What follows belongs to an exercise in optimizing a design on an open flow for small area, a short achievable clock period and few clock cycles; a production flow would make more cautious choices. No functional check of the RTL was part of any run shown here. Power figures rest on the tool's default switching activity, not on a simulated workload.

==> flow/design.v (outline; a module is shown in full before it is edited, if it fits) <==
// module csa_level: 49 lines
// module param_wallace_multiplier: 3570 lines
module param_wallace_multiplier
#(
    parameter int WIDTH = 32
) (
    input  logic                 clk,
    input  logic                 rst,
    input  logic [WIDTH-1:0]     a,
    input  logic [WIDTH-1:0]     b,
    input  logic                 signed_mode,
    input  logic                 in_valid,
    output logic                 in_ready,
    output logic [2*WIDTH-1:0]   product,
    output logic                 out_valid,
    input  logic                 out_ready
);
  // ...
==> flow/flow/run.sh <==
#!/bin/bash
# Own layout flow: the standard ORFS flow, with Yosys's generic "abc -fast"
# inside "synth" skipped (SYNTH_ARGS=-noabc). That pass re-maps the
# XOR3/majority full-adder logic before ORFS's extract_fa, which then finds the
# adders in inverted form and leaves an inverter on most adder-to-adder nets.
# Everything else (registers, their names, the final ABC mapping, floorplan,
# placement, CTS, routing) is the standard flow.
set -euo pipefail
bash standard.sh SYNTH_ARGS=-noabc finish > standard_flow.log 2>&1
==> flow/standard.sh <==
#!/bin/bash
# synth_recipe.tcl (not shown) runs the flow's synth.tcl, then flattens the netlist and writes it again
# the make line also repeats each setting of config.mk as NAME=value (left out here)
make -C /OpenROAD-flow-scripts/flow DESIGN_CONFIG=/design/flow/config.mk WORK_HOME=/design/flow/orfs CLKGATE_MAP_FILE= SYNTH_SCRIPT=/design/flow/synth_recipe.tcl "${@:-finish}"
==> flow/config.mk <==
export PLATFORM = sky130hd
export DESIGN_NAME = param_wallace_multiplier
export DESIGN_NICKNAME = param_wallace_multiplier
export VERILOG_FILES = /design/flow/design.v
export SDC_FILE = /design/flow/constraint.sdc
export NUM_CORES = 4
export LEC_CHECK = 0
export ABC_CLOCK_PERIOD_IN_PS = 5000
export CAP_MARGIN = 20
export CORE_MARGIN = 2
export CORE_UTILIZATION = 40
export SETUP_SLACK_MARGIN = 2.0
export SLEW_MARGIN = 20
==> flow/constraint.sdc <==
create_clock -name core_clock -period 10.0 [get_ports {clk}]
set_input_delay 2.0000 -clock core_clock [delete_from_list [all_inputs] [get_ports {clk}]]
set_output_delay 2.0000 -clock core_clock [all_outputs]
set_load 0.01 [all_outputs]
==> results.toml, run 1 <==
[outcome]
status = "no timing/DRC/antenna violations"

[routing]
dr.pass1.iters = 10
met2_length_microns = 61500
num_vias = 33300
wl_met1_microns = 57000
antenna_left = 0

[place]
dp_hpwl_microns = 104000
pre_cts_ws_ns = 1.98
dpl_cell_area_sq_um = 34700

[synth]
synth_top_cell_by_area = "fa_1"
ys_seq_elements = 133
synth_cell_types = 74
synth.most_common_cell = "a21oi_1"
synth_top_family_by_area = "compound AO/OA/AOI/OAI gates"

[finish]
nMultiInputCombCells = 2964
finalNonFillerCells = 4623
layout_common_cells = "a21oi_1, fa_1, a221oi_1"
largest_reg_flops = 132
seq_area_sq_um = 3980
n_fill_cell = 7995
utilization = 0.431
area_growth_pct = 7.11

[floorplan]
n_tap_cell = 1070
ioPinCount = 135
num_rows = 105
dieArea_sq_um = 84600

[hold_path]
hold_start = "v_q"
min_path_type = "register to register"

[grt]
grt_max_degree = 75
antenna_found_initial = 2
grt_overflow_total = 0

[setup_path]
arrival_ns = 7.88
crit_path_max_fanout = 74
endpoint_kind = "register"
r2r_start = "v_q"

[clock_tree]
cts_sinks = 133
cts_max_level = 4
cts_setup_buffers = 0
cts_buffer_depth = 2

[sta]
fin_crit_sh = 0.763
maxSlewHeadroom = 0.261

[power_and_ir_drop]
power_frac_seq = 0.125
switching_share = 0.493
power_mw = 12.2
==> run 2, diff against run 1 <==
--- a/flow/design.v
+++ b/flow/design.v
@@ -1801,17 +1801,17 @@
     logic s1053;
     assign adv_s    = ~(v_q & ~out_ready);
     assign in_ready = adv_s;
     assign ax = {signed_mode & a[31], a, 1'b0};
     assign bx = {signed_mode & b[31], signed_mode & b[31], b, 1'b0};
     assign one_0 = bx[1] ^ bx[0];
     assign two_0 = (bx[2] & ~bx[1] & ~bx[0]) | (~bx[2] & bx[1] & bx[0]);
     assign neg_0 = bx[2] & ~(bx[1] & bx[0]);
-    assign xa_0 = ax ^ {34{bx[2]}};
+    assign xa_0 = ax ^ {34{neg_0}};
     assign pp_0_0 = (one_0 & xa_0[1]) | (two_0 & xa_0[0]);
     assign pp_0_1 = (one_0 & xa_0[2]) | (two_0 & xa_0[1]);
     assign pp_0_2 = (one_0 & xa_0[3]) | (two_0 & xa_0[2]);
     assign pp_0_3 = (one_0 & xa_0[4]) | (two_0 & xa_0[3]);
     assign pp_0_4 = (one_0 & xa_0[5]) | (two_0 & xa_0[4]);
     assign pp_0_5 = (one_0 & xa_0[6]) | (two_0 & xa_0[5]);
     assign pp_0_6 = (one_0 & xa_0[7]) | (two_0 & xa_0[6]);
     assign pp_0_7 = (one_0 & xa_0[8]) | (two_0 & xa_0[7]);
@@ -1839,17 +1839,17 @@
     assign pp_0_29 = (one_0 & xa_0[30]) | (two_0 & xa_0[29]);
     assign pp_0_30 = (one_0 & xa_0[31]) | (two_0 & xa_0[30]);
     assign pp_0_31 = (one_0 & xa_0[32]) | (two_0 & xa_0[31]);
     assign pp_0_32 = (one_0 & xa_0[33]) | (two_0 & xa_0[32]);
     assign pp_0_33 = ~((one_0 & xa_0[33]) | (two_0 & xa_0[33]));
     assign one_1 = bx[3] ^ bx[2];
     assign two_1 = (bx[4] & ~bx[3] & ~bx[2]) | (~bx[4] & bx[3] & bx[2]);
     assign neg_1 = bx[4] & ~(bx[3] & bx[2]);
-    assign xa_1 = ax ^ {34{bx[4]}};
+    assign xa_1 = ax ^ {34{neg_1}};
     assign pp_1_0 = (one_1 & xa_1[1]) | (two_1 & xa_1[0]);
     assign pp_1_1 = (one_1 & xa_1[2]) | (two_1 & xa_1[1]);
     assign pp_1_2 = (one_1 & xa_1[3]) | (two_1 & xa_1[2]);
     assign pp_1_3 = (one_1 & xa_1[4]) | (two_1 & xa_1[3]);
     assign pp_1_4 = (one_1 & xa_1[5]) | (two_1 & xa_1[4]);
     assign pp_1_5 = (one_1 & xa_1[6]) | (two_1 & xa_1[5]);
     assign pp_1_6 = (one_1 & xa_1[7]) | (two_1 & xa_1[6]);
     assign pp_1_7 = (one_1 & xa_1[8]) | (two_1 & xa_1[7]);
@@ -1877,17 +1877,17 @@
     assign pp_1_29 = (one_1 & xa_1[30]) | (two_1 & xa_1[29]);
     assign pp_1_30 = (one_1 & xa_1[31]) | (two_1 & xa_1[30]);
     assign pp_1_31 = (one_1 & xa_1[32]) | (two_1 & xa_1[31]);
     assign pp_1_32 = (one_1 & xa_1[33]) | (two_1 & xa_1[32]);
     assign pp_1_33 = ~((one_1 & xa_1[33]) | (two_1 & xa_1[33]));
     assign one_2 = bx[5] ^ bx[4];
     assign two_2 = (bx[6] & ~bx[5] & ~bx[4]) | (~bx[6] & bx[5] & bx[4]);
     assign neg_2 = bx[6] & ~(bx[5] & bx[4]);
-    assign xa_2 = ax ^ {34{bx[6]}};
+    assign xa_2 = ax ^ {34{neg_2}};
     assign pp_2_0 = (one_2 & xa_2[1]) | (two_2 & xa_2[0]);
     assign pp_2_1 = (one_2 & xa_2[2]) | (two_2 & xa_2[1]);
     assign pp_2_2 = (one_2 & xa_2[3]) | (two_2 & xa_2[2]);
     assign pp_2_3 = (one_2 & xa_2[4]) | (two_2 & xa_2[3]);
     assign pp_2_4 = (one_2 & xa_2[5]) | (two_2 & xa_2[4]);
     assign pp_2_5 = (one_2 & xa_2[6]) | (two_2 & xa_2[5]);
     assign pp_2_6 = (one_2 & xa_2[7]) | (two_2 & xa_2[6]);
     assign pp_2_7 = (one_2 & xa_2[8]) | (two_2 & xa_2[7]);
@@ -1915,17 +1915,17 @@
     assign pp_2_29 = (one_2 & xa_2[30]) | (two_2 & xa_2[29]);
     assign pp_2_30 = (one_2 & xa_2[31]) | (two_2 & xa_2[30]);
     assign pp_2_31 = (one_2 & xa_2[32]) | (two_2 & xa_2[31]);
     assign pp_2_32 = (one_2 & xa_2[33]) | (two_2 & xa_2[32]);
     assign pp_2_33 = ~((one_2 & xa_2[33]) | (two_2 & xa_2[33]));
     assign one_3 = bx[7] ^ bx[6];
     assign two_3 = (bx[8] & ~bx[7] & ~bx[6]) | (~bx[8] & bx[7] & bx[6]);
     assign neg_3 = bx[8] & ~(bx[7] & bx[6]);
-    assign xa_3 = ax ^ {34{bx[8]}};
+    assign xa_3 = ax ^ {34{neg_3}};
     assign pp_3_0 = (one_3 & xa_3[1]) | (two_3 & xa_3[0]);
     assign pp_3_1 = (one_3 & xa_3[2]) | (two_3 & xa_3[1]);
     assign pp_3_2 = (one_3 & xa_3[3]) | (two_3 & xa_3[2]);
     assign pp_3_3 = (one_3 & xa_3[4]) | (two_3 & xa_3[3]);
     assign pp_3_4 = (one_3 & xa_3[5]) | (two_3 & xa_3[4]);
     assign pp_3_5 = (one_3 & xa_3[6]) | (two_3 & xa_3[5]);
     assign pp_3_6 = (one_3 & xa_3[7]) | (two_3 & xa_3[6]);
     assign pp_3_7 = (one_3 & xa_3[8]) | (two_3 & xa_3[7]);
@@ -1953,17 +1953,17 @@
     assign pp_3_29 = (one_3 & xa_3[30]) | (two_3 & xa_3[29]);
     assign pp_3_30 = (one_3 & xa_3[31]) | (two_3 & xa_3[30]);
     assign pp_3_31 = (one_3 & xa_3[32]) | (two_3 & xa_3[31]);
     assign pp_3_32 = (one_3 & xa_3[33]) | (two_3 & xa_3[32]);
     assign pp_3_33 = ~((one_3 & xa_3[33]) | (two_3 & xa_3[33]));
     assign one_4 = bx[9] ^ bx[8];
     assign two_4 = (bx[10] & ~bx[9] & ~bx[8]) | (~bx[10] & bx[9] & bx[8]);
     assign neg_4 = bx[10] & ~(bx[9] & bx[8]);
-    assign xa_4 = ax ^ {34{bx[10]}};
+    assign xa_4 = ax ^ {34{neg_4}};
     assign pp_4_0 = (one_4 & xa_4[1]) | (two_4 & xa_4[0]);
     assign pp_4_1 = (one_4 & xa_4[2]) | (two_4 & xa_4[1]);
     assign pp_4_2 = (one_4 & xa_4[3]) | (two_4 & xa_4[2]);
     assign pp_4_3 = (one_4 & xa_4[4]) | (two_4 & xa_4[3]);
     assign pp_4_4 = (one_4 & xa_4[5]) | (two_4 & xa_4[4]);
     assign pp_4_5 = (one_4 & xa_4[6]) | (two_4 & xa_4[5]);
     assign pp_4_6 = (one_4 & xa_4[7]) | (two_4 & xa_4[6]);
     assign pp_4_7 = (one_4 & xa_4[8]) | (two_4 & xa_4[7]);
@@ -1991,17 +1991,17 @@
     assign pp_4_29 = (one_4 & xa_4[30]) | (two_4 & xa_4[29]);
     assign pp_4_30 = (one_4 & xa_4[31]) | (two_4 & xa_4[30]);
     assign pp_4_31 = (one_4 & xa_4[32]) | (two_4 & xa_4[31]);
     assign pp_4_32 = (one_4 & xa_4[33]) | (two_4 & xa_4[32]);
     assign pp_4_33 = ~((one_4 & xa_4[33]) | (two_4 & xa_4[33]));
     assign one_5 = bx[11] ^ bx[10];
     assign two_5 = (bx[12] & ~bx[11] & ~bx[10]) | (~bx[12] & bx[11] & bx[10]);
     assign neg_5 = bx[12] & ~(bx[11] & bx[10]);
-    assign xa_5 = ax ^ {34{bx[12]}};
+    assign xa_5 = ax ^ {34{neg_5}};
     assign pp_5_0 = (one_5 & xa_5[1]) | (two_5 & xa_5[0]);
     assign pp_5_1 = (one_5 & xa_5[2]) | (two_5 & xa_5[1]);
     assign pp_5_2 = (one_5 & xa_5[3]) | (two_5 & xa_5[2]);
     assign pp_5_3 = (one_5 & xa_5[4]) | (two_5 & xa_5[3]);
     assign pp_5_4 = (one_5 & xa_5[5]) | (two_5 & xa_5[4]);
     assign pp_5_5 = (one_5 & xa_5[6]) | (two_5 & xa_5[5]);
     assign pp_5_6 = (one_5 & xa_5[7]) | (two_5 & xa_5[6]);
     assign pp_5_7 = (one_5 & xa_5[8]) | (two_5 & xa_5[7]);
@@ -2029,17 +2029,17 @@
     assign pp_5_29 = (one_5 & xa_5[30]) | (two_5 & xa_5[29]);
     assign pp_5_30 = (one_5 & xa_5[31]) | (two_5 & xa_5[30]);
     assign pp_5_31 = (one_5 & xa_5[32]) | (two_5 & xa_5[31]);
     assign pp_5_32 = (one_5 & xa_5[33]) | (two_5 & xa_5[32]);
     assign pp_5_33 = ~((one_5 & xa_5[33]) | (two_5 & xa_5[33]));
     assign one_6 = bx[13] ^ bx[12];
     assign two_6 = (bx[14] & ~bx[13] & ~bx[12]) | (~bx[14] & bx[13] & bx[12]);
     assign neg_6 = bx[14] & ~(bx[13] & bx[12]);
-    assign xa_6 = ax ^ {34{bx[14]}};
+    assign xa_6 = ax ^ {34{neg_6}};
     assign pp_6_0 = (one_6 & xa_6[1]) | (two_6 & xa_6[0]);
     assign pp_6_1 = (one_6 & xa_6[2]) | (two_6 & xa_6[1]);
     assign pp_6_2 = (one_6 & xa_6[3]) | (two_6 & xa_6[2]);
     assign pp_6_3 = (one_6 & xa_6[4]) | (two_6 & xa_6[3]);
     assign pp_6_4 = (one_6 & xa_6[5]) | (two_6 & xa_6[4]);
     assign pp_6_5 = (one_6 & xa_6[6]) | (two_6 & xa_6[5]);
     assign pp_6_6 = (one_6 & xa_6[7]) | (two_6 & xa_6[6]);
     assign pp_6_7 = (one_6 & xa_6[8]) | (two_6 & xa_6[7]);
@@ -2067,17 +2067,17 @@
     assign pp_6_29 = (one_6 & xa_6[30]) | (two_6 & xa_6[29]);
     assign pp_6_30 = (one_6 & xa_6[31]) | (two_6 & xa_6[30]);
     assign pp_6_31 = (one_6 & xa_6[32]) | (two_6 & xa_6[31]);
     assign pp_6_32 = (one_6 & xa_6[33]) | (two_6 & xa_6[32]);
     assign pp_6_33 = ~((one_6 & xa_6[33]) | (two_6 & xa_6[33]));
     assign one_7 = bx[15] ^ bx[14];
     assign two_7 = (bx[16] & ~bx[15] & ~bx[14]) | (~bx[16] & bx[15] & bx[14]);
     assign neg_7 = bx[16] & ~(bx[15] & bx[14]);
-    assign xa_7 = ax ^ {34{bx[16]}};
+    assign xa_7 = ax ^ {34{neg_7}};
     assign pp_7_0 = (one_7 & xa_7[1]) | (two_7 & xa_7[0]);
     assign pp_7_1 = (one_7 & xa_7[2]) | (two_7 & xa_7[1]);
     assign pp_7_2 = (one_7 & xa_7[3]) | (two_7 & xa_7[2]);
     assign pp_7_3 = (one_7 & xa_7[4]) | (two_7 & xa_7[3]);
     assign pp_7_4 = (one_7 & xa_7[5]) | (two_7 & xa_7[4]);
     assign pp_7_5 = (one_7 & xa_7[6]) | (two_7 & xa_7[5]);
     assign pp_7_6 = (one_7 & xa_7[7]) | (two_7 & xa_7[6]);
     assign pp_7_7 = (one_7 & xa_7[8]) | (two_7 & xa_7[7]);
@@ -2105,17 +2105,17 @@
     assign pp_7_29 = (one_7 & xa_7[30]) | (two_7 & xa_7[29]);
     assign pp_7_30 = (one_7 & xa_7[31]) | (two_7 & xa_7[30]);
     assign pp_7_31 = (one_7 & xa_7[32]) | (two_7 & xa_7[31]);
     assign pp_7_32 = (one_7 & xa_7[33]) | (two_7 & xa_7[32]);
     assign pp_7_33 = ~((one_7 & xa_7[33]) | (two_7 & xa_7[33]));
     assign one_8 = bx[17] ^ bx[16];
     assign two_8 = (bx[18] & ~bx[17] & ~bx[16]) | (~bx[18] & bx[17] & bx[16]);
     assign neg_8 = bx[18] & ~(bx[17] & bx[16]);
-    assign xa_8 = ax ^ {34{bx[18]}};
+    assign xa_8 = ax ^ {34{neg_8}};
     assign pp_8_0 = (one_8 & xa_8[1]) | (two_8 & xa_8[0]);
     assign pp_8_1 = (one_8 & xa_8[2]) | (two_8 & xa_8[1]);
     assign pp_8_2 = (one_8 & xa_8[3]) | (two_8 & xa_8[2]);
     assign pp_8_3 = (one_8 & xa_8[4]) | (two_8 & xa_8[3]);
     assign pp_8_4 = (one_8 & xa_8[5]) | (two_8 & xa_8[4]);
     assign pp_8_5 = (one_8 & xa_8[6]) | (two_8 & xa_8[5]);
     assign pp_8_6 = (one_8 & xa_8[7]) | (two_8 & xa_8[6]);
     assign pp_8_7 = (one_8 & xa_8[8]) | (two_8 & xa_8[7]);
@@ -2143,17 +2143,17 @@
     assign pp_8_29 = (one_8 & xa_8[30]) | (two_8 & xa_8[29]);
     assign pp_8_30 = (one_8 & xa_8[31]) | (two_8 & xa_8[30]);
     assign pp_8_31 = (one_8 & xa_8[32]) | (two_8 & xa_8[31]);
     assign pp_8_32 = (one_8 & xa_8[33]) | (two_8 & xa_8[32]);
     assign pp_8_33 = ~((one_8 & xa_8[33]) | (two_8 & xa_8[33]));
     assign one_9 = bx[19] ^ bx[18];
     assign two_9 = (bx[20] & ~bx[19] & ~bx[18]) | (~bx[20] & bx[19] & bx[18]);
     assign neg_9 = bx[20] & ~(bx[19] & bx[18]);
-    assign xa_9 = ax ^ {34{bx[20]}};
+    assign xa_9 = ax ^ {34{neg_9}};
     assign pp_9_0 = (one_9 & xa_9[1]) | (two_9 & xa_9[0]);
     assign pp_9_1 = (one_9 & xa_9[2]) | (two_9 & xa_9[1]);
     assign pp_9_2 = (one_9 & xa_9[3]) | (two_9 & xa_9[2]);
     assign pp_9_3 = (one_9 & xa_9[4]) | (two_9 & xa_9[3]);
     assign pp_9_4 = (one_9 & xa_9[5]) | (two_9 & xa_9[4]);
     assign pp_9_5 = (one_9 & xa_9[6]) | (two_9 & xa_9[5]);
     assign pp_9_6 = (one_9 & xa_9[7]) | (two_9 & xa_9[6]);
     assign pp_9_7 = (one_9 & xa_9[8]) | (two_9 & xa_9[7]);
@@ -2181,17 +2181,17 @@
     assign pp_9_29 = (one_9 & xa_9[30]) | (two_9 & xa_9[29]);
     assign pp_9_30 = (one_9 & xa_9[31]) | (two_9 & xa_9[30]);
     assign pp_9_31 = (one_9 & xa_9[32]) | (two_9 & xa_9[31]);
     assign pp_9_32 = (one_9 & xa_9[33]) | (two_9 & xa_9[32]);
     assign pp_9_33 = ~((one_9 & xa_9[33]) | (two_9 & xa_9[33]));
     assign one_10 = bx[21] ^ bx[20];
     assign two_10 = (bx[22] & ~bx[21] & ~bx[20]) | (~bx[22] & bx[21] & bx[20]);
     assign neg_10 = bx[22] & ~(bx[21] & bx[20]);
-    assign xa_10 = ax ^ {34{bx[22]}};
+    assign xa_10 = ax ^ {34{neg_10}};
     assign pp_10_0 = (one_10 & xa_10[1]) | (two_10 & xa_10[0]);
     assign pp_10_1 = (one_10 & xa_10[2]) | (two_10 & xa_10[1]);
     assign pp_10_2 = (one_10 & xa_10[3]) | (two_10 & xa_10[2]);
     assign pp_10_3 = (one_10 & xa_10[4]) | (two_10 & xa_10[3]);
     assign pp_10_4 = (one_10 & xa_10[5]) | (two_10 & xa_10[4]);
     assign pp_10_5 = (one_10 & xa_10[6]) | (two_10 & xa_10[5]);
     assign pp_10_6 = (one_10 & xa_10[7]) | (two_10 & xa_10[6]);
     assign pp_10_7 = (one_10 & xa_10[8]) | (two_10 & xa_10[7]);
@@ -2219,17 +2219,17 @@
     assign pp_10_29 = (one_10 & xa_10[30]) | (two_10 & xa_10[29]);
     assign pp_10_30 = (one_10 & xa_10[31]) | (two_10 & xa_10[30]);
     assign pp_10_31 = (one_10 & xa_10[32]) | (two_10 & xa_10[31]);
     assign pp_10_32 = (one_10 & xa_10[33]) | (two_10 & xa_10[32]);
     assign pp_10_33 = ~((one_10 & xa_10[33]) | (two_10 & xa_10[33]));
     assign one_11 = bx[23] ^ bx[22];
     assign two_11 = (bx[24] & ~bx[23] & ~bx[22]) | (~bx[24] & bx[23] & bx[22]);
     assign neg_11 = bx[24] & ~(bx[23] & bx[22]);
-    assign xa_11 = ax ^ {34{bx[24]}};
+    assign xa_11 = ax ^ {34{neg_11}};
     assign pp_11_0 = (one_11 & xa_11[1]) | (two_11 & xa_11[0]);
     assign pp_11_1 = (one_11 & xa_11[2]) | (two_11 & xa_11[1]);
     assign pp_11_2 = (one_11 & xa_11[3]) | (two_11 & xa_11[2]);
     assign pp_11_3 = (one_11 & xa_11[4]) | (two_11 & xa_11[3]);
     assign pp_11_4 = (one_11 & xa_11[5]) | (two_11 & xa_11[4]);
     assign pp_11_5 = (one_11 & xa_11[6]) | (two_11 & xa_11[5]);
     assign pp_11_6 = (one_11 & xa_11[7]) | (two_11 & xa_11[6]);
     assign pp_11_7 = (one_11 & xa_11[8]) | (two_11 & xa_11[7]);
@@ -2257,17 +2257,17 @@
     assign pp_11_29 = (one_11 & xa_11[30]) | (two_11 & xa_11[29]);
     assign pp_11_30 = (one_11 & xa_11[31]) | (two_11 & xa_11[30]);
     assign pp_11_31 = (one_11 & xa_11[32]) | (two_11 & xa_11[31]);
     assign pp_11_32 = (one_11 & xa_11[33]) | (two_11 & xa_11[32]);
     assign pp_11_33 = ~((one_11 & xa_11[33]) | (two_11 & xa_11[33]));
     assign one_12 = bx[25] ^ bx[24];
     assign two_12 = (bx[26] & ~bx[25] & ~bx[24]) | (~bx[26] & bx[25] & bx[24]);
     assign neg_12 = bx[26] & ~(bx[25] & bx[24]);
-    assign xa_12 = ax ^ {34{bx[26]}};
+    assign xa_12 = ax ^ {34{neg_12}};
     assign pp_12_0 = (one_12 & xa_12[1]) | (two_12 & xa_12[0]);
     assign pp_12_1 = (one_12 & xa_12[2]) | (two_12 & xa_12[1]);
     assign pp_12_2 = (one_12 & xa_12[3]) | (two_12 & xa_12[2]);
     assign pp_12_3 = (one_12 & xa_12[4]) | (two_12 & xa_12[3]);
     assign pp_12_4 = (one_12 & xa_12[5]) | (two_12 & xa_12[4]);
     assign pp_12_5 = (one_12 & xa_12[6]) | (two_12 & xa_12[5]);
     assign pp_12_6 = (one_12 & xa_12[7]) | (two_12 & xa_12[6]);
     assign pp_12_7 = (one_12 & xa_12[8]) | (two_12 & xa_12[7]);
@@ -2295,17 +2295,17 @@
     assign pp_12_29 = (one_12 & xa_12[30]) | (two_12 & xa_12[29]);
     assign pp_12_30 = (one_12 & xa_12[31]) | (two_12 & xa_12[30]);
     assign pp_12_31 = (one_12 & xa_12[32]) | (two_12 & xa_12[31]);
     assign pp_12_32 = (one_12 & xa_12[33]) | (two_12 & xa_12[32]);
     assign pp_12_33 = ~((one_12 & xa_12[33]) | (two_12 & xa_12[33]));
     assign one_13 = bx[27] ^ bx[26];
     assign two_13 = (bx[28] & ~bx[27] & ~bx[26]) | (~bx[28] & bx[27] & bx[26]);
     assign neg_13 = bx[28] & ~(bx[27] & bx[26]);
-    assign xa_13 = ax ^ {34{bx[28]}};
+    assign xa_13 = ax ^ {34{neg_13}};
     assign pp_13_0 = (one_13 & xa_13[1]) | (two_13 & xa_13[0]);
     assign pp_13_1 = (one_13 & xa_13[2]) | (two_13 & xa_13[1]);
     assign pp_13_2 = (one_13 & xa_13[3]) | (two_13 & xa_13[2]);
     assign pp_13_3 = (one_13 & xa_13[4]) | (two_13 & xa_13[3]);
     assign pp_13_4 = (one_13 & xa_13[5]) | (two_13 & xa_13[4]);
     assign pp_13_5 = (one_13 & xa_13[6]) | (two_13 & xa_13[5]);
     assign pp_13_6 = (one_13 & xa_13[7]) | (two_13 & xa_13[6]);
     assign pp_13_7 = (one_13 & xa_13[8]) | (two_13 & xa_13[7]);
@@ -2333,17 +2333,17 @@
     assign pp_13_29 = (one_13 & xa_13[30]) | (two_13 & xa_13[29]);
     assign pp_13_30 = (one_13 & xa_13[31]) | (two_13 & xa_13[30]);
     assign pp_13_31 = (one_13 & xa_13[32]) | (two_13 & xa_13[31]);
     assign pp_13_32 = (one_13 & xa_13[33]) | (two_13 & xa_13[32]);
     assign pp_13_33 = ~((one_13 & xa_13[33]) | (two_13 & xa_13[33]));
     assign one_14 = bx[29] ^ bx[28];
     assign two_14 = (bx[30] & ~bx[29] & ~bx[28]) | (~bx[30] & bx[29] & bx[28]);
     assign neg_14 = bx[30] & ~(bx[29] & bx[28]);
-    assign xa_14 = ax ^ {34{bx[30]}};
+    assign xa_14 = ax ^ {34{neg_14}};
     assign pp_14_0 = (one_14 & xa_14[1]) | (two_14 & xa_14[0]);
     assign pp_14_1 = (one_14 & xa_14[2]) | (two_14 & xa_14[1]);
     assign pp_14_2 = (one_14 & xa_14[3]) | (two_14 & xa_14[2]);
     assign pp_14_3 = (one_14 & xa_14[4]) | (two_14 & xa_14[3]);
     assign pp_14_4 = (one_14 & xa_14[5]) | (two_14 & xa_14[4]);
     assign pp_14_5 = (one_14 & xa_14[6]) | (two_14 & xa_14[5]);
     assign pp_14_6 = (one_14 & xa_14[7]) | (two_14 & xa_14[6]);
     assign pp_14_7 = (one_14 & xa_14[8]) | (two_14 & xa_14[7]);
@@ -2371,17 +2371,17 @@
     assign pp_14_29 = (one_14 & xa_14[30]) | (two_14 & xa_14[29]);
     assign pp_14_30 = (one_14 & xa_14[31]) | (two_14 & xa_14[30]);
     assign pp_14_31 = (one_14 & xa_14[32]) | (two_14 & xa_14[31]);
     assign pp_14_32 = (one_14 & xa_14[33]) | (two_14 & xa_14[32]);
     assign pp_14_33 = ~((one_14 & xa_14[33]) | (two_14 & xa_14[33]));
     assign one_15 = bx[31] ^ bx[30];
     assign two_15 = (bx[32] & ~bx[31] & ~bx[30]) | (~bx[32] & bx[31] & bx[30]);
     assign neg_15 = bx[32] & ~(bx[31] & bx[30]);
-    assign xa_15 = ax ^ {34{bx[32]}};
+    assign xa_15 = ax ^ {34{neg_15}};
     assign pp_15_0 = (one_15 & xa_15[1]) | (two_15 & xa_15[0]);
     assign pp_15_1 = (one_15 & xa_15[2]) | (two_15 & xa_15[1]);
     assign pp_15_2 = (one_15 & xa_15[3]) | (two_15 & xa_15[2]);
     assign pp_15_3 = (one_15 & xa_15[4]) | (two_15 & xa_15[3]);
     assign pp_15_4 = (one_15 & xa_15[5]) | (two_15 & xa_15[4]);
     assign pp_15_5 = (one_15 & xa_15[6]) | (two_15 & xa_15[5]);
     assign pp_15_6 = (one_15 & xa_15[7]) | (two_15 & xa_15[6]);
     assign pp_15_7 = (one_15 & xa_15[8]) | (two_15 & xa_15[7]);
@@ -2409,17 +2409,17 @@
     assign pp_15_29 = (one_15 & xa_15[30]) | (two_15 & xa_15[29]);
     assign pp_15_30 = (one_15 & xa_15[31]) | (two_15 & xa_15[30]);
     assign pp_15_31 = (one_15 & xa_15[32]) | (two_15 & xa_15[31]);
     assign pp_15_32 = (one_15 & xa_15[33]) | (two_15 & xa_15[32]);
     assign pp_15_33 = ~((one_15 & xa_15[33]) | (two_15 & xa_15[33]));
     assign one_16 = bx[33] ^ bx[32];
     assign two_16 = (bx[34] & ~bx[33] & ~bx[32]) | (~bx[34] & bx[33] & bx[32]);
     assign neg_16 = bx[34] & ~(bx[33] & bx[32]);
-    assign xa_16 = ax ^ {34{bx[34]}};
+    assign xa_16 = ax ^ {34{neg_16}};
     assign pp_16_0 = (one_16 & xa_16[1]) | (two_16 & xa_16[0]);
     assign pp_16_1 = (one_16 & xa_16[2]) | (two_16 & xa_16[1]);
     assign pp_16_2 = (one_16 & xa_16[3]) | (two_16 & xa_16[2]);
     assign pp_16_3 = (one_16 & xa_16[4]) | (two_16 & xa_16[3]);
     assign pp_16_4 = (one_16 & xa_16[5]) | (two_16 & xa_16[4]);
     assign pp_16_5 = (one_16 & xa_16[6]) | (two_16 & xa_16[5]);
     assign pp_16_6 = (one_16 & xa_16[7]) | (two_16 & xa_16[6]);
     assign pp_16_7 = (one_16 & xa_16[8]) | (two_16 & xa_16[7]);
@@ -2832,18 +2832,16 @@
     assign s383 = c352 ^ s375 ^ s377;
     assign c384 = (c352 & s375) | (c352 & s377) | (s375 & s377);
     assign s385 = s379 ^ c354 ^ c356;
     assign c386 = (s379 & c354) | (s379 & c356) | (c354 & c356);
     assign s387 = s381 ^ s383 ^ c358;
     assign c388 = (s381 & s383) | (s381 & c358) | (s383 & c358);
     assign s389 = c360 ^ s385 ^ s387;
     assign c390 = (c360 & s385) | (c360 & s387) | (s385 & s387);
-    assign s391 = c362 ^ c364;
-    assign c392 = c362 & c364;
     assign s393 = pp_0_29 ^ pp_1_27 ^ pp_2_25;
     assign c394 = (pp_0_29 & pp_1_27) | (pp_0_29 & pp_2_25) | (pp_1_27 & pp_2_25);
     assign s395 = pp_3_23 ^ pp_4_21 ^ pp_5_19;
     assign c396 = (pp_3_23 & pp_4_21) | (pp_3_23 & pp_5_19) | (pp_4_21 & pp_5_19);
     assign s397 = pp_6_17 ^ pp_7_15 ^ pp_8_13;
     assign c398 = (pp_6_17 & pp_7_15) | (pp_6_17 & pp_8_13) | (pp_7_15 & pp_8_13);
     assign s399 = pp_9_11 ^ pp_10_9 ^ pp_11_7;
     assign c400 = (pp_9_11 & pp_10_9) | (pp_9_11 & pp_11_7) | (pp_10_9 & pp_11_7);
@@ -2860,18 +2858,16 @@
     assign s411 = c380 ^ s403 ^ s405;
     assign c412 = (c380 & s403) | (c380 & s405) | (s403 & s405);
     assign s413 = s407 ^ c382 ^ c384;
     assign c414 = (s407 & c382) | (s407 & c384) | (c382 & c384);
     assign s415 = s409 ^ s411 ^ c386;
     assign c416 = (s409 & s411) | (s409 & c386) | (s411 & c386);
     assign s417 = s413 ^ c388 ^ s415;
     assign c418 = (s413 & c388) | (s413 & s415) | (c388 & s415);
-    assign s419 = c390 ^ s417;
-    assign c420 = c390 & s417;
     assign s421 = neg_15 ^ pp_0_30 ^ pp_1_28;
     assign c422 = (neg_15 & pp_0_30) | (neg_15 & pp_1_28) | (pp_0_30 & pp_1_28);
     assign s423 = pp_2_26 ^ pp_3_24 ^ pp_4_22;
     assign c424 = (pp_2_26 & pp_3_24) | (pp_2_26 & pp_4_22) | (pp_3_24 & pp_4_22);
     assign s425 = pp_5_20 ^ pp_6_18 ^ pp_7_16;
     assign c426 = (pp_5_20 & pp_6_18) | (pp_5_20 & pp_7_16) | (pp_6_18 & pp_7_16);
     assign s427 = pp_8_14 ^ pp_9_12 ^ pp_10_10;
     assign c428 = (pp_8_14 & pp_9_12) | (pp_8_14 & pp_10_10) | (pp_9_12 & pp_10_10);
@@ -3008,18 +3004,16 @@
     assign s567 = s557 ^ s559 ^ s561;
     assign c568 = (s557 & s559) | (s557 & s561) | (s559 & s561);
     assign s569 = c534 ^ s563 ^ c536;
     assign c570 = (c534 & s563) | (c534 & c536) | (s563 & c536);
     assign s571 = s565 ^ s567 ^ c538;
     assign c572 = (s565 & s567) | (s565 & c538) | (s567 & c538);
     assign s573 = s569 ^ c540 ^ s571;
     assign c574 = (s569 & c540) | (s569 & s571) | (c540 & s571);
-    assign s575 = c542 ^ s573;
-    assign c576 = c542 & s573;
     assign s577 = pp_1_33 ^ pp_2_31 ^ pp_3_29;
     assign c578 = (pp_1_33 & pp_2_31) | (pp_1_33 & pp_3_29) | (pp_2_31 & pp_3_29);
     assign s579 = pp_4_27 ^ pp_5_25 ^ pp_6_23;
     assign c580 = (pp_4_27 & pp_5_25) | (pp_4_27 & pp_6_23) | (pp_5_25 & pp_6_23);
     assign s581 = pp_7_21 ^ pp_8_19 ^ pp_9_17;
     assign c582 = (pp_7_21 & pp_8_19) | (pp_7_21 & pp_9_17) | (pp_8_19 & pp_9_17);
     assign s583 = pp_10_15 ^ pp_11_13 ^ pp_12_11;
     assign c584 = (pp_10_15 & pp_11_13) | (pp_10_15 & pp_12_11) | (pp_11_13 & pp_12_11);
@@ -3066,18 +3060,16 @@
     assign s627 = s619 ^ s621 ^ c594;
     assign c628 = (s619 & s621) | (s619 & c594) | (s621 & c594);
     assign s629 = c596 ^ s623 ^ c598;
     assign c630 = (c596 & s623) | (c596 & c598) | (s623 & c598);
     assign s631 = s625 ^ c600 ^ s627;
     assign c632 = (s625 & c600) | (s625 & s627) | (c600 & s627);
     assign s633 = c602 ^ s629 ^ s631;
     assign c634 = (c602 & s629) | (c602 & s631) | (s629 & s631);
-    assign s635 = c604 ^ s633;
-    assign c636 = c604 & s633;
     assign s637 = pp_2_33 ^ pp_3_31 ^ pp_4_29;
     assign c638 = (pp_2_33 & pp_3_31) | (pp_2_33 & pp_4_29) | (pp_3_31 & pp_4_29);
     assign s639 = pp_5_27 ^ pp_6_25 ^ pp_7_23;
     assign c640 = (pp_5_27 & pp_6_25) | (pp_5_27 & pp_7_23) | (pp_6_25 & pp_7_23);
     assign s641 = pp_8_21 ^ pp_9_19 ^ pp_10_17;
     assign c642 = (pp_8_21 & pp_9_19) | (pp_8_21 & pp_10_17) | (pp_9_19 & pp_10_17);
     assign s643 = pp_11_15 ^ pp_12_13 ^ pp_13_11;
     assign c644 = (pp_11_15 & pp_12_13) | (pp_11_15 & pp_13_11) | (pp_12_13 & pp_13_11);
@@ -3120,18 +3112,16 @@
     assign s683 = c652 ^ s675 ^ s677;
     assign c684 = (c652 & s675) | (c652 & s677) | (s675 & s677);
     assign s685 = s679 ^ c654 ^ c656;
     assign c686 = (s679 & c654) | (s679 & c656) | (c654 & c656);
     assign s687 = s681 ^ s683 ^ c658;
     assign c688 = (s681 & s683) | (s681 & c658) | (s683 & c658);
     assign s689 = s685 ^ c660 ^ s687;
     assign c690 = (s685 & c660) | (s685 & s687) | (c660 & s687);
-    assign s691 = c662 ^ s689;
-    assign c692 = c662 & s689;
     assign s693 = pp_3_33 ^ pp_4_31 ^ pp_5_29;
     assign c694 = (pp_3_33 & pp_4_31) | (pp_3_33 & pp_5_29) | (pp_4_31 & pp_5_29);
     assign s695 = pp_6_27 ^ pp_7_25 ^ pp_8_23;
     assign c696 = (pp_6_27 & pp_7_25) | (pp_6_27 & pp_8_23) | (pp_7_25 & pp_8_23);
     assign s697 = pp_9_21 ^ pp_10_19 ^ pp_11_17;
     assign c698 = (pp_9_21 & pp_10_19) | (pp_9_21 & pp_11_17) | (pp_10_19 & pp_11_17);
     assign s699 = pp_12_15 ^ pp_13_13 ^ pp_14_11;
     assign c700 = (pp_12_15 & pp_13_13) | (pp_12_15 & pp_14_11) | (pp_13_13 & pp_14_11);
@@ -3170,18 +3160,16 @@
     assign s735 = c706 ^ s727 ^ s729;
     assign c736 = (c706 & s727) | (c706 & s729) | (s727 & s729);
     assign s737 = s731 ^ c708 ^ c710;
     assign c738 = (s731 & c708) | (s731 & c710) | (c708 & c710);
     assign s739 = s733 ^ s735 ^ c712;
     assign c740 = (s733 & s735) | (s733 & c712) | (s735 & c712);
     assign s741 = c714 ^ s737 ^ s739;
     assign c742 = (c714 & s737) | (c714 & s739) | (s737 & s739);
-    assign s743 = c716 ^ s741;
-    assign c744 = c716 & s741;
     assign s745 = pp_4_33 ^ pp_5_31 ^ pp_6_29;
     assign c746 = (pp_4_33 & pp_5_31) | (pp_4_33 & pp_6_29) | (pp_5_31 & pp_6_29);
     assign s747 = pp_7_27 ^ pp_8_25 ^ pp_9_23;
     assign c748 = (pp_7_27 & pp_8_25) | (pp_7_27 & pp_9_23) | (pp_8_25 & pp_9_23);
     assign s749 = pp_10_21 ^ pp_11_19 ^ pp_12_17;
     assign c750 = (pp_10_21 & pp_11_19) | (pp_10_21 & pp_12_17) | (pp_11_19 & pp_12_17);
     assign s751 = pp_13_15 ^ pp_14_13 ^ pp_15_11;
     assign c752 = (pp_13_15 & pp_14_13) | (pp_13_15 & pp_15_11) | (pp_14_13 & pp_15_11);
@@ -3479,105 +3467,105 @@
     assign c1046 = (pp_14_33 & pp_15_31) | (pp_14_33 & pp_16_29) | (pp_15_31 & pp_16_29);
     assign s1047 = c1040 ^ s1045 ^ c1042;
     assign c1048 = (c1040 & s1045) | (c1040 & c1042) | (s1045 & c1042);
     assign s1049 = 1'b1 ^ pp_15_32 ^ pp_16_30;
     assign c1050 = (1'b1 & pp_15_32) | (1'b1 & pp_16_30) | (pp_15_32 & pp_16_30);
     assign s1051 = c1046 ^ s1049;
     assign c1052 = c1046 & s1049;
     assign s1053 = pp_15_33 ^ pp_16_31 ^ c1050;
-    assign r_d[0] = c418;
-    assign r_d[1] = s447;
-    assign r_d[2] = c448;
-    assign r_d[3] = s477;
-    assign r_d[4] = c478;
-    assign r_d[5] = s509;
-    assign r_d[6] = c508;
-    assign r_d[7] = s541;
-    assign r_d[8] = c510;
-    assign r_d[9] = c572;
-    assign r_d[10] = s603;
-    assign r_d[11] = c574;
-    assign r_d[12] = s659;
-    assign r_d[13] = c634;
-    assign r_d[14] = s661;
-    assign r_d[15] = c688;
-    assign r_d[16] = s715;
-    assign r_d[17] = c690;
-    assign r_d[18] = c740;
-    assign r_d[19] = s765;
-    assign r_d[20] = c742;
-    assign r_d[21] = pp_0_0;
-    assign r_d[22] = neg_0;
-    assign r_d[23] = pp_0_1;
-    assign r_d[24] = pp_1_0;
-    assign r_d[25] = s1;
-    assign r_d[26] = c2;
-    assign r_d[27] = s3;
-    assign r_d[28] = s5;
-    assign r_d[29] = s7;
-    assign r_d[30] = s9;
-    assign r_d[31] = s11;
-    assign r_d[32] = s15;
-    assign r_d[33] = s17;
-    assign r_d[34] = s21;
-    assign r_d[35] = s23;
-    assign r_d[36] = c24;
-    assign r_d[37] = s31;
-    assign r_d[38] = s37;
-    assign r_d[39] = s39;
-    assign r_d[40] = s47;
-    assign r_d[41] = s49;
-    assign r_d[42] = c50;
-    assign r_d[43] = s59;
-    assign r_d[44] = c60;
-    assign r_d[45] = s71;
-    assign r_d[46] = s81;
-    assign r_d[47] = s83;
-    assign r_d[48] = c84;
-    assign r_d[49] = s97;
-    assign r_d[50] = c98;
-    assign r_d[51] = s111;
-    assign r_d[52] = c112;
-    assign r_d[53] = s127;
-    assign r_d[54] = c128;
-    assign r_d[55] = s143;
-    assign r_d[56] = c144;
-    assign r_d[57] = s161;
-    assign r_d[58] = s177;
-    assign r_d[59] = s179;
-    assign r_d[60] = c180;
-    assign r_d[61] = s199;
-    assign r_d[62] = c200;
-    assign r_d[63] = s219;
-    assign r_d[64] = c220;
-    assign r_d[65] = s241;
-    assign r_d[66] = c242;
-    assign r_d[67] = s263;
-    assign r_d[68] = c264;
-    assign r_d[69] = s287;
-    assign r_d[70] = c288;
-    assign r_d[71] = s311;
-    assign r_d[72] = c312;
-    assign r_d[73] = s337;
-    assign r_d[74] = c338;
-    assign r_d[75] = s363;
-    assign r_d[76] = s389;
-    assign r_d[77] = s391;
-    assign r_d[78] = c392;
-    assign r_d[79] = s419;
-    assign r_d[80] = c420;
-    assign r_d[81] = s575;
-    assign r_d[82] = c576;
-    assign r_d[83] = s635;
-    assign r_d[84] = c636;
-    assign r_d[85] = s691;
-    assign r_d[86] = c692;
-    assign r_d[87] = s743;
-    assign r_d[88] = c744;
+    assign r_d[0] = c362;
+    assign r_d[1] = c364;
+    assign r_d[2] = c390;
+    assign r_d[3] = s417;
+    assign r_d[4] = c418;
+    assign r_d[5] = s447;
+    assign r_d[6] = c448;
+    assign r_d[7] = s477;
+    assign r_d[8] = c478;
+    assign r_d[9] = s509;
+    assign r_d[10] = c508;
+    assign r_d[11] = s541;
+    assign r_d[12] = c510;
+    assign r_d[13] = c542;
+    assign r_d[14] = s573;
+    assign r_d[15] = c572;
+    assign r_d[16] = s603;
+    assign r_d[17] = c574;
+    assign r_d[18] = c604;
+    assign r_d[19] = s633;
+    assign r_d[20] = s659;
+    assign r_d[21] = c634;
+    assign r_d[22] = s661;
+    assign r_d[23] = c662;
+    assign r_d[24] = s689;
+    assign r_d[25] = c688;
+    assign r_d[26] = s715;
+    assign r_d[27] = c690;
+    assign r_d[28] = c716;
+    assign r_d[29] = s741;
+    assign r_d[30] = c740;
+    assign r_d[31] = s765;
+    assign r_d[32] = c742;
+    assign r_d[33] = pp_0_0;
+    assign r_d[34] = neg_0;
+    assign r_d[35] = pp_0_1;
+    assign r_d[36] = pp_1_0;
+    assign r_d[37] = s1;
+    assign r_d[38] = c2;
+    assign r_d[39] = s3;
+    assign r_d[40] = s5;
+    assign r_d[41] = s7;
+    assign r_d[42] = s9;
+    assign r_d[43] = s11;
+    assign r_d[44] = s15;
+    assign r_d[45] = s17;
+    assign r_d[46] = s21;
+    assign r_d[47] = s23;
+    assign r_d[48] = c24;
+    assign r_d[49] = s31;
+    assign r_d[50] = s37;
+    assign r_d[51] = s39;
+    assign r_d[52] = s47;
+    assign r_d[53] = s49;
+    assign r_d[54] = c50;
+    assign r_d[55] = s59;
+    assign r_d[56] = c60;
+    assign r_d[57] = s71;
+    assign r_d[58] = s81;
+    assign r_d[59] = s83;
+    assign r_d[60] = c84;
+    assign r_d[61] = s97;
+    assign r_d[62] = c98;
+    assign r_d[63] = s111;
+    assign r_d[64] = c112;
+    assign r_d[65] = s127;
+    assign r_d[66] = c128;
+    assign r_d[67] = s143;
+    assign r_d[68] = c144;
+    assign r_d[69] = s161;
+    assign r_d[70] = s177;
+    assign r_d[71] = s179;
+    assign r_d[72] = c180;
+    assign r_d[73] = s199;
+    assign r_d[74] = c200;
+    assign r_d[75] = s219;
+    assign r_d[76] = c220;
+    assign r_d[77] = s241;
+    assign r_d[78] = c242;
+    assign r_d[79] = s263;
+    assign r_d[80] = c264;
+    assign r_d[81] = s287;
+    assign r_d[82] = c288;
+    assign r_d[83] = s311;
+    assign r_d[84] = c312;
+    assign r_d[85] = s337;
+    assign r_d[86] = c338;
+    assign r_d[87] = s363;
+    assign r_d[88] = s389;
     assign r_d[89] = s791;
     assign r_d[90] = c792;
     assign r_d[91] = s813;
     assign r_d[92] = c814;
     assign r_d[93] = s835;
     assign r_d[94] = c836;
     assign r_d[95] = s855;
     assign r_d[96] = c856;
@@ -3623,29 +3611,41 @@
             v_q <= in_valid;
         end
     end
     always_ff @(posedge clk) begin
         if (adv_s) begin
             r_q <= r_d;
         end
     end
-    assign s449 = r_q[0] ^ r_q[1];
-    assign c450 = r_q[0] & r_q[1];
-    assign s479 = r_q[2] ^ r_q[3];
-    assign c480 = r_q[2] & r_q[3];
-    assign s511 = r_q[4] ^ r_q[5];
-    assign c512 = r_q[4] & r_q[5];
-    assign s543 = r_q[6] ^ r_q[7] ^ r_q[8];
-    assign c544 = (r_q[6] & r_q[7]) | (r_q[6] & r_q[8]) | (r_q[7] & r_q[8]);
-    assign s605 = r_q[9] ^ r_q[10] ^ r_q[11];
-    assign c606 = (r_q[9] & r_q[10]) | (r_q[9] & r_q[11]) | (r_q[10] & r_q[11]);
-    assign s663 = r_q[12] ^ r_q[13] ^ r_q[14];
-    assign c664 = (r_q[12] & r_q[13]) | (r_q[12] & r_q[14]) | (r_q[13] & r_q[14]);
-    assign s717 = r_q[15] ^ r_q[16] ^ r_q[17];
-    assign c718 = (r_q[15] & r_q[16]) | (r_q[15] & r_q[17]) | (r_q[16] & r_q[17]);
-    assign s767 = r_q[18] ^ r_q[19] ^ r_q[20];
-    assign c768 = (r_q[18] & r_q[19]) | (r_q[18] & r_q[20]) | (r_q[19] & r_q[20]);
-    assign row_x = {r_q[130], r_q[128], r_q[126], r_q[124], r_q[122], r_q[120], r_q[118], r_q[116], r_q[114], r_q[112], r_q[110], r_q[108], r_q[106], r_q[104], r_q[102], r_q[100], r_q[98], r_q[96], r_q[94], r_q[92], r_q[90], c768, r_q[88], c718, r_q[86], c664, r_q[84], c606, r_q[82], c544, c512, c480, c450, r_q[80], r_q[78], r_q[76], r_q[74], r_q[72], r_q[70], r_q[68], r_q[66], r_q[64], r_q[62], r_q[60], r_q[58], r_q[56], r_q[54], r_q[52], r_q[50], r_q[48], r_q[46], r_q[44], r_q[42], r_q[40], r_q[38], r_q[36], r_q[34], r_q[32], r_q[30], r_q[28], r_q[26], r_q[24], r_q[23], r_q[21]};
-    assign row_y = {r_q[131], r_q[129], r_q[127], r_q[125], r_q[123], r_q[121], r_q[119], r_q[117], r_q[115], r_q[113], r_q[111], r_q[109], r_q[107], r_q[105], r_q[103], r_q[101], r_q[99], r_q[97], r_q[95], r_q[93], r_q[91], r_q[89], s767, r_q[87], s717, r_q[85], s663, r_q[83], s605, r_q[81], s543, s511, s479, s449, r_q[79], r_q[77], r_q[75], r_q[73], r_q[71], r_q[69], r_q[67], r_q[65], r_q[63], r_q[61], r_q[59], r_q[57], r_q[55], r_q[53], r_q[51], r_q[49], r_q[47], r_q[45], r_q[43], r_q[41], r_q[39], r_q[37], r_q[35], r_q[33], r_q[31], r_q[29], r_q[27], r_q[25], 1'b0, r_q[22]};
+    assign s391 = r_q[0] ^ r_q[1];
+    assign c392 = r_q[0] & r_q[1];
+    assign s419 = r_q[2] ^ r_q[3];
+    assign c420 = r_q[2] & r_q[3];
+    assign s449 = r_q[4] ^ r_q[5];
+    assign c450 = r_q[4] & r_q[5];
+    assign s479 = r_q[6] ^ r_q[7];
+    assign c480 = r_q[6] & r_q[7];
+    assign s511 = r_q[8] ^ r_q[9];
+    assign c512 = r_q[8] & r_q[9];
+    assign s543 = r_q[10] ^ r_q[11] ^ r_q[12];
+    assign c544 = (r_q[10] & r_q[11]) | (r_q[10] & r_q[12]) | (r_q[11] & r_q[12]);
+    assign s575 = r_q[13] ^ r_q[14];
+    assign c576 = r_q[13] & r_q[14];
+    assign s605 = r_q[15] ^ r_q[16] ^ r_q[17];
+    assign c606 = (r_q[15] & r_q[16]) | (r_q[15] & r_q[17]) | (r_q[16] & r_q[17]);
+    assign s635 = r_q[18] ^ r_q[19];
+    assign c636 = r_q[18] & r_q[19];
+    assign s663 = r_q[20] ^ r_q[21] ^ r_q[22];
+    assign c664 = (r_q[20] & r_q[21]) | (r_q[20] & r_q[22]) | (r_q[21] & r_q[22]);
+    assign s691 = r_q[23] ^ r_q[24];
+    assign c692 = r_q[23] & r_q[24];
+    assign s717 = r_q[25] ^ r_q[26] ^ r_q[27];
+    assign c718 = (r_q[25] & r_q[26]) | (r_q[25] & r_q[27]) | (r_q[26] & r_q[27]);
+    assign s743 = r_q[28] ^ r_q[29];
+    assign c744 = r_q[28] & r_q[29];
+    assign s767 = r_q[30] ^ r_q[31] ^ r_q[32];
+    assign c768 = (r_q[30] & r_q[31]) | (r_q[30] & r_q[32]) | (r_q[31] & r_q[32]);
+    assign row_x = {r_q[130], r_q[128], r_q[126], r_q[124], r_q[122], r_q[120], r_q[118], r_q[116], r_q[114], r_q[112], r_q[110], r_q[108], r_q[106], r_q[104], r_q[102], r_q[100], r_q[98], r_q[96], r_q[94], r_q[92], r_q[90], c768, c744, c718, c692, c664, c636, c606, c576, c544, c512, c480, c450, c420, c392, r_q[88], r_q[86], r_q[84], r_q[82], r_q[80], r_q[78], r_q[76], r_q[74], r_q[72], r_q[70], r_q[68], r_q[66], r_q[64], r_q[62], r_q[60], r_q[58], r_q[56], r_q[54], r_q[52], r_q[50], r_q[48], r_q[46], r_q[44], r_q[42], r_q[40], r_q[38], r_q[36], r_q[35], r_q[33]};
+    assign row_y = {r_q[131], r_q[129], r_q[127], r_q[125], r_q[123], r_q[121], r_q[119], r_q[117], r_q[115], r_q[113], r_q[111], r_q[109], r_q[107], r_q[105], r_q[103], r_q[101], r_q[99], r_q[97], r_q[95], r_q[93], r_q[91], r_q[89], s767, s743, s717, s691, s663, s635, s605, s575, s543, s511, s479, s449, s419, s391, r_q[87], r_q[85], r_q[83], r_q[81], r_q[79], r_q[77], r_q[75], r_q[73], r_q[71], r_q[69], r_q[67], r_q[65], r_q[63], r_q[61], r_q[59], r_q[57], r_q[55], r_q[53], r_q[51], r_q[49], r_q[47], r_q[45], r_q[43], r_q[41], r_q[39], r_q[37], 1'b0, r_q[34]};
     assign product   = row_x + row_y;
     assign out_valid = v_q;
 endmodule
--- a/flow/config.mk
+++ b/flow/config.mk
@@ -4,10 +4,10 @@
 export VERILOG_FILES = /design/flow/design.v
 export SDC_FILE = /design/flow/constraint.sdc
 export NUM_CORES = 4
 export LEC_CHECK = 0
 export ABC_CLOCK_PERIOD_IN_PS = 5000
 export CAP_MARGIN = 20
 export CORE_MARGIN = 2
 export CORE_UTILIZATION = 40
-export SETUP_SLACK_MARGIN = 2.0
+export SETUP_SLACK_MARGIN = 4.0
 export SLEW_MARGIN = 20
==> run 2 against run 1 <==
Against the previous run:
- still clean on timing, DRC and antenna
- critical path type unchanged
- critical endpoint is now r_q[24]
- final area decreased by 1.1%
- area after synthesis down 13%
- final cell count fell by 14%
- global-route usage fell by 6.0 points
- highest routed layer is now met4
- power grew 4.8%
==> results.toml, run 2 <==
[outcome]
status = "no timing/DRC/antenna violations"

[synth]
synth_fp_nets = 3590
synth.most_common_cell = "xnor2_1"
synth.area.top_cells = "fa_1, xnor2_1, edfxtp_1"
synth_cell_types = 61
netlist_top_cells_count = "xnor2_1, fa_1, o22ai_1, clkbuf_1, a21oi_1"
synthCells = 2915
synth_top_cell_by_area = "fa_1"
yosysSeqAreaShare = 0.139
ys.flop_type = "edfxtp_1"
yosysWarnings = 1
syn_area_sq_um = 28600
synth_top_cell_area_share = 0.324
ys_seq_elements = 133
synth_edf_count = 132
synthArstFlopShare = 0
syn_avg_cell_area_sq_um = 9.83

[power_and_ir_drop]
ir_worst_vdd_uv = 209
leakagePower_nw = 13.1
power_mw = 12.8
power.density_nw_per_um2 = 367

[finish]
area_growth_pct = 21.8
top_regs = "r_q (132), v_q (1)"
largest_reg_flops = 132
layout_common_cells = "xnor2_1, o22ai_1, fa_1"
final_common_cell = "xnor2_1"
final_area_sq_um = 34900
finalNonFillerCells = 3953
largest-register = "r_q"
design.final.nets = 3666
n_fill_cell = 6368
multi_input_area_sq_um = 25300
final_layout_size_suffix_gt1_frac = 0.192
diodes = 0
seq_area_sq_um = 3980
utilization = 0.490

[place]
pre_cts_ws_ns = 2.00
io_buffers = 134
place_inst = 3812
dpl_cell_area_sq_um = 30800
dp_hpwl_microns = 76500
gp_congestion = 0.990

[sta]
finalHoldViolCount = 0
fin_crit_sh = 0.602
max_freq_ghz = 0.166
tightest_slew_ns = 0.989
fin_ws_ns = 3.98
maxSlewHeadroom = 0.340
skew_ns = 0.0133
whs_ns = 0.907
tns_ns = 0
period_minus_slack_ns = 6.02
timing_max_transition_violations_final = 0
setup_viol = 0
rsz0062_at_grt = "yes"

[clock_tree]
clk_pin_slew_worst_paths_ns = 0.07
cts_max_level = 4
cts-root-buf = "clkbuf_16"
cts_sinks = 133
cts_buffer_depth = 2
clock_latency_ns = 0.48
cts_inserted_buffers = 17
cts_tree = "built"

[floorplan]
die_w_microns = 272
dieArea_sq_um = 73800
core_sq_um = 71200
ioPinCount = 135
die_y_microns = 272
num_rows = 98
initial_utilization = 0.402

[grt]
grt_pass1_wl_microns = 158000
grt_use_total = 0.283
grt_max_degree = 57
antenna_found_initial = 0
grt_pass1_vias = 26100
grt_overflow_total = 0

[hold_path]
hold_start = "v_q"
min_to = "v_q"
whs_path_depth = 2
min_path_type = "register to register"

[setup_path]
rr_worst_depth = 2
startpoint_type = "input port"
path_cells = "clkdlybuf4s50_1, ha_1, nand2b_4, clkinv_4, clkbuf_16, xnor2_2, o22ai_1, fa_1, fa_2, fa_1, fa_1, fa_1, fa_1"
crit_path_max_fanout = 7
rr_endpoint = "r_q[121]"
arrival_ns = 6.24
cpMostUsedCell = "fa_1"
startpoint = "b[10]"
rrSetupSlack_ns = 8.07
worstSetupPathType = "input port to register"
cpPeakStageDelay_ns = 0.56
critPathSlowestCell = "fa_1"
r2r_start = "v_q"
endpoint_kind = "register"
crit_required_ns = 10.22

[routing]
drc = 0
antenna_left = 0
wire_per_inst_microns = 26.8
num_vias = 24800
vias_per_cell = 6.28
drt-initial-drc-count = 2225
dr.pass1.iters = 6
drt_wl_total_microns = 106000

[job]
cap_violations = 0
==> run 2: cell type report <==
| cell class | instances | share of cell area |
|---|---|---|
| multi-input combinational | 2418 | 0.724 |
| sequential | 133 | 0.114 |
| timing repair buffer | 305 | 0.0968 |
| tap | 950 | 0.0341 |
| inverter | 114 | 0.0142 |
| clock buffer | 18 | 0.0123 |
| clock inverter | 13 | 0.00384 |
| timing repair inverter | 2 | 0.000466 |
==> run 2: routing by layer <==
layer	GRT usage	share of wire	vias up
met5	0	0	-
met4	0.174	0.069	0
met1	0.337	0.37	12500
met3	0.0657	0.094	389
met2	0.465	0.47	1493
li1	-	-	10500
==> run 2: timing repair <==
action	4_1_cts	5_1_grt
hold buffers	0	0
gates cloned	19	6
gates resized for setup	258	250
setup endpoints to repair	130	74
setup buffers	63	22
pin swaps	25	44
==> run 2: worst max-delay path by stage <==
stage / to / slack [ns]
final: r_q[24] / 3.98
after global routing: r_q[91] / 3.89
after CTS: r_q[91] / 3.92
after detailed placement: r_q[9] / 2.00
after global placement: r_q[9] / 1.98
after floorplan: r_q[14] / 3.97
==> run 2: where the power goes <==
group | switching (mW) | internal (mW)
clock | 0.263 | 0.362
sequential | 0.166 | 1.49
combinational | 5.69 | 4.82
==> run 2: cells by family after synthesis <==
kind of cell / after synthesis / synth area share
AO/OA/AOI/OAI: 835 / 0.180
flip-flops: 133 / 0.139
AND/OR/NAND/NOR: 342 / 0.0544
adder cells (fa/ha/maj): 606 / 0.386
buffers and inverters: 375 / 0.0496
XOR/XNOR: 623 / 0.190
multiplexers: 1 / 0.000349
==> run 2: critical path, delay by kind of cell <==
| family | cells | cell delay [ns] |
|---|---|---|
| and+or+nand+nor | 1 | 0.17 |
| buffers and inverters | 3 | 0.86 |
| xor gates and xnor gates | 1 | 0.20 |
| AOI/OAI and AO/OA | 1 | 0.14 |
| adders and majority gates | 7 | 2.87 |

[afterwards: timing with drivers on the ports]
The results above use ideal ports. As a check the final layouts listed here were re-extracted and re-timed, cells and wires unchanged.
Step 1 sets driving cells, clkbuf_16 on the clock port and buf_2 on the other inputs (assumed; they add their load-dependent delay and slew).
Step 2 times the ports against the registers' clock, not the clock port: input delays grow and output delays shrink by t, the midpoint of the rising clock arrivals with the driver on.
Slacks: ideal / step 1 / step 2; pairs: ideal / step 1.
run	shift t [ns]	slack for setup (ns)	pins driven straight from the clock port
run 1	0.563	2.372 / 2.414 / 1.851	1
run 2	0.546	3.982 / 4.017 / 3.477	1
After both steps every run listed still meets setup and hold. For run 1, which loses most, drivers alone change the setup slack by +0.042 ns; drivers and shift together by -0.521 ns.
